Source: an optimization exercise on an open RTL-to-GDS flow (aim: a short achievable clock period and few clock cycles per item). Production flows keep margins and buffers that such runs may drop. The RTL was checked by simulation tests, not by an equivalence proof against the original design. Power is estimated from default activity; no workload was simulated.

==> inputs of run a <==
==> flow/design.v <==
`timescale 1ns/1ps
`default_nettype none
package fetch_pkg;
    localparam int WORD      = 32;
    localparam int HALF_WORD = 16;
    typedef enum logic {
        RUN_PIPELINE   = 1'b0,
        STALL_PIPELINE = 1'b1
    } stall_pipeline_sig;
    typedef enum logic {
        KEEP_PIPELINE  = 1'b0,
        FLUSH_PIPELINE = 1'b1
    } flush_pipeline_sig;
    typedef logic [3:0] opcode_t;
    localparam opcode_t OP_HALT = 4'd15;
    typedef struct packed {
        opcode_t    opcode;
        logic [3:0] rd;
        logic [3:0] rs1;
        logic [3:0] rs2;
    } r_form_t;
    typedef struct packed {
        opcode_t    opcode;
        logic [3:0] rd;
        logic [7:0] imm;
    } i_form_t;
    typedef union packed {
        r_form_t r_form;
        i_form_t i_form;
    } instr_t;
endpackage
`default_nettype wire
`timescale 1ns/1ps
`default_nettype none
module instruction_ram #(
    parameter int MEM_DEPTH = 512,
    parameter int AW        = 9,
    parameter int DW        = 17
) (
    input  logic          clk_i,
    input  logic          we_i,
    input  logic [AW-1:0] waddr_i,
    input  logic [DW-1:0] wdata_i,
    input  logic [AW-1:0] raddr1_i,
    input  logic [AW-1:0] raddr2_i,
    output logic [DW-1:0] rdata1_o,
    output logic [DW-1:0] rdata2_o
);
    logic [DW-1:0] mem [MEM_DEPTH];
    always_ff @(posedge clk_i) begin
        if (we_i) begin
            mem[waddr_i] <= wdata_i;
        end
    end
    assign rdata1_o = mem[raddr1_i];
    assign rdata2_o = mem[raddr2_i];
endmodule
`default_nettype wire
`timescale 1ns/1ps
`timescale 1ns/1ps
`timescale 1ns/1ps
`timescale 1ns/1ps
`timescale 1ns/1ps
`default_nettype none
module fetch_unit #(
    parameter int MEM_DEPTH = 512
) (
    input  logic                            clk_i,
    input  logic                            reset_i,
    input  logic                            start_i,
    input  logic                            stall_i,
    input  logic                            redirect_i,
    input  logic [fetch_pkg::WORD-1:0]      redirect_pc_i,
    input  logic                            prog_we_i,
    input  logic [fetch_pkg::WORD-1:0]      prog_addr_i,
    input  logic [fetch_pkg::HALF_WORD-1:0] prog_data_i,
    output logic                            valid_o,
    output logic [fetch_pkg::WORD-1:0]      pc_o,
    output fetch_pkg::opcode_t              opcode_o,
    output logic [3:0]                      rd_o,
    output logic [3:0]                      rs1_o,
    output logic [3:0]                      rs2_o,
    output logic [7:0]                      imm_o,
    output logic                            halted_o
);
    localparam int AW = 9;
    localparam int DW = 17;
    typedef enum logic [1:0] {
        IDLE   = 2'd0,
        RUN    = 2'd1,
        HALTED = 2'd2
    } state_t;
    state_t state;
    logic [15:0] o_word;
    logic        o_iform;
    assign opcode_o = o_word[15:12];
    assign rd_o     = o_word[11:8];
    assign rs1_o    = o_iform ? 4'd0 : o_word[7:4];
    assign rs2_o    = o_iform ? 4'd0 : o_word[3:0];
    assign imm_o    = o_iform ? o_word[7:0] : 8'd0;
    function automatic logic is_iform(input logic [3:0] op);
        is_iform = (op >= 4'd8) && (op <= 4'd14);
    endfunction
    logic [AW-1:0] o_tgt;
    logic [AW-1:0] seq_slot;
    logic          restart;
    logic [31:0]   restart_pc;
    logic [DW-1:0] seq_rd, tgt_rd;
    logic          w_pend;
    logic [AW-1:0] w_slot;
    logic [15:0]   w_data;
    always_ff @(posedge clk_i) begin
        w_pend <= !reset_i && (state == IDLE) && prog_we_i;
        w_slot <= prog_addr_i[AW:1];
        w_data <= prog_data_i;
    end
    instruction_ram #(
        .MEM_DEPTH(MEM_DEPTH),
        .AW       (AW),
        .DW       (DW)
    ) u_instruction_ram (
        .clk_i    (clk_i),
        .we_i     (w_pend),
        .waddr_i  (w_slot),
        .wdata_i  ({is_iform(w_data[15:12]), w_data}),
        .raddr1_i (seq_slot),
        .raddr2_i (o_tgt),
        .rdata1_o (seq_rd),
        .rdata2_o (tgt_rd)
    );
    logic running, issue, halt_take, hit, tgt_eq, load_o;
    assign running   = (state == RUN);
    assign issue     = running && valid_o && !stall_i;
    assign halt_take = issue && (o_word[15:12] == fetch_pkg::OP_HALT);
    assign tgt_eq    = (redirect_pc_i[AW:1] == o_tgt);
    assign hit       = valid_o && tgt_eq;
    assign load_o    = redirect_i || !stall_i || restart || idle;
    logic idle, fast_start;
    assign idle       = (state == IDLE);
    assign fast_start = !prog_we_i && !(w_pend && w_slot == '0);
    logic [AW-1:0] seq_slot_d;
    logic          seq_slot_en;
    always_comb begin
        seq_slot_en = 1'b0;
        seq_slot_d  = seq_slot + AW'(1);
        if (reset_i || idle) begin
            seq_slot_en = 1'b1;
            seq_slot_d  = (!reset_i && start_i && fast_start) ? AW'(1) : '0;
        end else if (running && !halt_take) begin
            if (redirect_i) begin
                seq_slot_en = 1'b1;
                seq_slot_d  = hit ? o_tgt + AW'(1) : redirect_pc_i[AW:1];
            end else if (issue || (restart && !w_pend)) begin
                seq_slot_en = 1'b1;
            end
        end
    end
    always_ff @(posedge clk_i) begin
        if (seq_slot_en) begin
            seq_slot    <= seq_slot_d;
        end
    end
    always_ff @(posedge clk_i) begin
        if (reset_i) begin
            state    <= IDLE;
            valid_o  <= 1'b0;
            halted_o <= 1'b0;
            restart  <= 1'b0;
            restart_pc <= '0;
        end else begin
            case (state)
                IDLE: begin
                    restart_pc <= '0;
                    if (start_i) begin
                        state   <= RUN;
                        valid_o <= fast_start;
                        restart <= !fast_start;
                    end
                end
                RUN: begin
                    if (halt_take) begin
                        state    <= HALTED;
                        valid_o  <= 1'b0;
                        halted_o <= 1'b1;
                    end else if (redirect_i) begin
                        valid_o    <= hit;
                        restart    <= !hit;
                        restart_pc <= redirect_pc_i;
                    end else if (issue || (restart && !w_pend)) begin
                        valid_o  <= 1'b1;
                        restart  <= 1'b0;
                    end
                end
                default: begin
                    state <= HALTED;
                end
            endcase
        end
    end
    always_ff @(posedge clk_i) begin
        if (load_o) begin
            if (redirect_i) begin
                pc_o   <= redirect_pc_i;
                o_word  <= tgt_rd[15:0];
                o_iform <= tgt_rd[16];
                o_tgt  <= o_tgt + {tgt_rd[7], tgt_rd[7:0]};
            end else begin
                pc_o   <= (restart || idle) ? restart_pc : pc_o + 32'd2;
                o_word  <= seq_rd[15:0];
                o_iform <= seq_rd[16];
                o_tgt  <= seq_slot + {seq_rd[7], seq_rd[7:0]};
            end
        end
    end
endmodule
`default_nettype wire
==> flow/run.sh <==
#!/bin/bash
# synth_recipe.tcl (not shown) runs the flow's synth.tcl, then flattens the netlist and writes it again
# the make line also repeats each setting of config.mk as NAME=value (left out here)
make -C /OpenROAD-flow-scripts/flow DESIGN_CONFIG=/design/flow/config.mk WORK_HOME=/design/flow/orfs CLKGATE_MAP_FILE= SYNTH_SCRIPT=/design/flow/synth_recipe.tcl finish
==> flow/config.mk <==
export PLATFORM = sky130hd
export DESIGN_NAME = fetch_unit
export DESIGN_NICKNAME = fetch_unit
export VERILOG_FILES = /design/flow/design.v
export SDC_FILE = /design/flow/constraint.sdc
export NUM_CORES = 4
export LEC_CHECK = 0
export CAP_MARGIN = 40
export CORE_MARGIN = 2
export CORE_UTILIZATION = 30
export PLACE_DENSITY = 0.35
export SETUP_SLACK_MARGIN = 4.3
export SLEW_MARGIN = 40
export SYNTH_MEMORY_MAX_BITS = 16384
export TNS_END_PERCENT = 100
==> flow/constraint.sdc <==
create_clock -name core_clock -period 8.0 [get_ports {clk_i}]
set_input_delay 1.6000 -clock core_clock [delete_from_list [all_inputs] [get_ports {clk_i}]]
set_output_delay 1.6000 -clock core_clock [all_outputs]
set_load 0.01 [all_outputs]
==> run b (differences from run a) <==
Settings changed: CAP_MARGIN 40 to 20, CORE_UTILIZATION 30 to 40, PLACE_DENSITY 0.35 to 0.5, SLEW_MARGIN 40 to 20.
==> summary.txt <==
=======================================================================
Maximum clock insertion buffer count                                  6
Clock Network Area Fraction                                      7.048%
Fin crit share                                                   72.22%
Met1 routed wirelength after detailed routing                 847300 µm
Setup repair bufs after CTS                                         293
Worst slack on hold paths                                     0.4607 ns
Placement-stage cell area                                    0.4469 mm²
Metal2 WL                                                     947700 µm
Portion of total power attributed to combinational logic          39.3%
Cell Rows                                                           429
Ratio of cells with drive above 1 in the final layout            47.02%
Result of the run                              timing/DRC/antenna clean
Relative slew slack                                              26.10%
Commonest cells after routing, fill and taps aside         sky130_fd_sc_hd__edfxtp_1, sky130_fd_sc_hd__mux4_2, sky130_fd_sc_hd__buf_4, sky130_fd_sc_hd__clkbuf_16, sky130_fd_sc_hd__nor2_4
Post-DP HPWL                                                 1306000 µm
Clock group total power                                        0.0503 W
Final-layout non-clock buffer area share                         5.936%
=======================================================================
# the run above: run a

==> summary.txt <==
====================================================================
Cell Rows                                                        371
Count of final setup violators                                     0
Relative slew slack                                           2.682%
Worst slack on hold paths                                  0.4608 ns
Setup repair bufs after CTS                                      117
Maximum clock insertion buffer count                               5
Metal2 WL                                                  767700 µm
Final-layout non-clock buffer area share                      4.668%
Crit path launch type                                      flip-flop
Result of the run                           timing/DRC/antenna clean
Met1 routed wirelength after detailed routing              645200 µm
Count of unique library cells instantiated by Yosys               76
Fin crit share                                                75.82%
Clock Network Area Fraction                                   6.455%
Commonest cells after routing, fill and taps aside      sky130_fd_sc_hd__edfxtp_1, sky130_fd_sc_hd__mux4_2, sky130_fd_sc_hd__buf_4, sky130_fd_sc_hd__clkbuf_16, sky130_fd_sc_hd__nor2_2
Ratio of cells with drive above 1 in the final layout         45.36%
====================================================================
# the run above: run b

Testbench counts of run a, summed over its fixed seeds: cycles 8,290, items 7,224.
Testbench counts of run b, summed over its fixed seeds: cycles 8,290, items 7,224.

[afterwards: timing with drivers on the ports]
No port has a modelled driver above. Below, the same layouts with a new extraction and two added sets of constraints.
Step 1 sets driving cells, clkbuf_16 on the clock port and buf_2 on the other inputs (assumed; they add their load-dependent delay and slew).
Step 2, shift: input delay + t, output delay - t, t = (earliest + latest rising clock arrival at the registers) / 2. This alone moves slack from input paths to output paths.
a / b / c = no drivers / after step 1 / after step 2; a / b = the first two.
run | t (ns) | setup WS [ns] | hold WS [ns] | worst register clock-pin slew, ns
run a | 1.468 | 2.222 / 2.222 / 2.222 | 0.461 / 0.461 / 0.461 | 0.07 / 0.07
run b | 1.397 | 1.935 / 1.935 / 1.935 | 0.461 / 0.461 / 0.461 | 0.07 / 0.07
After both steps every run listed still meets setup and hold.
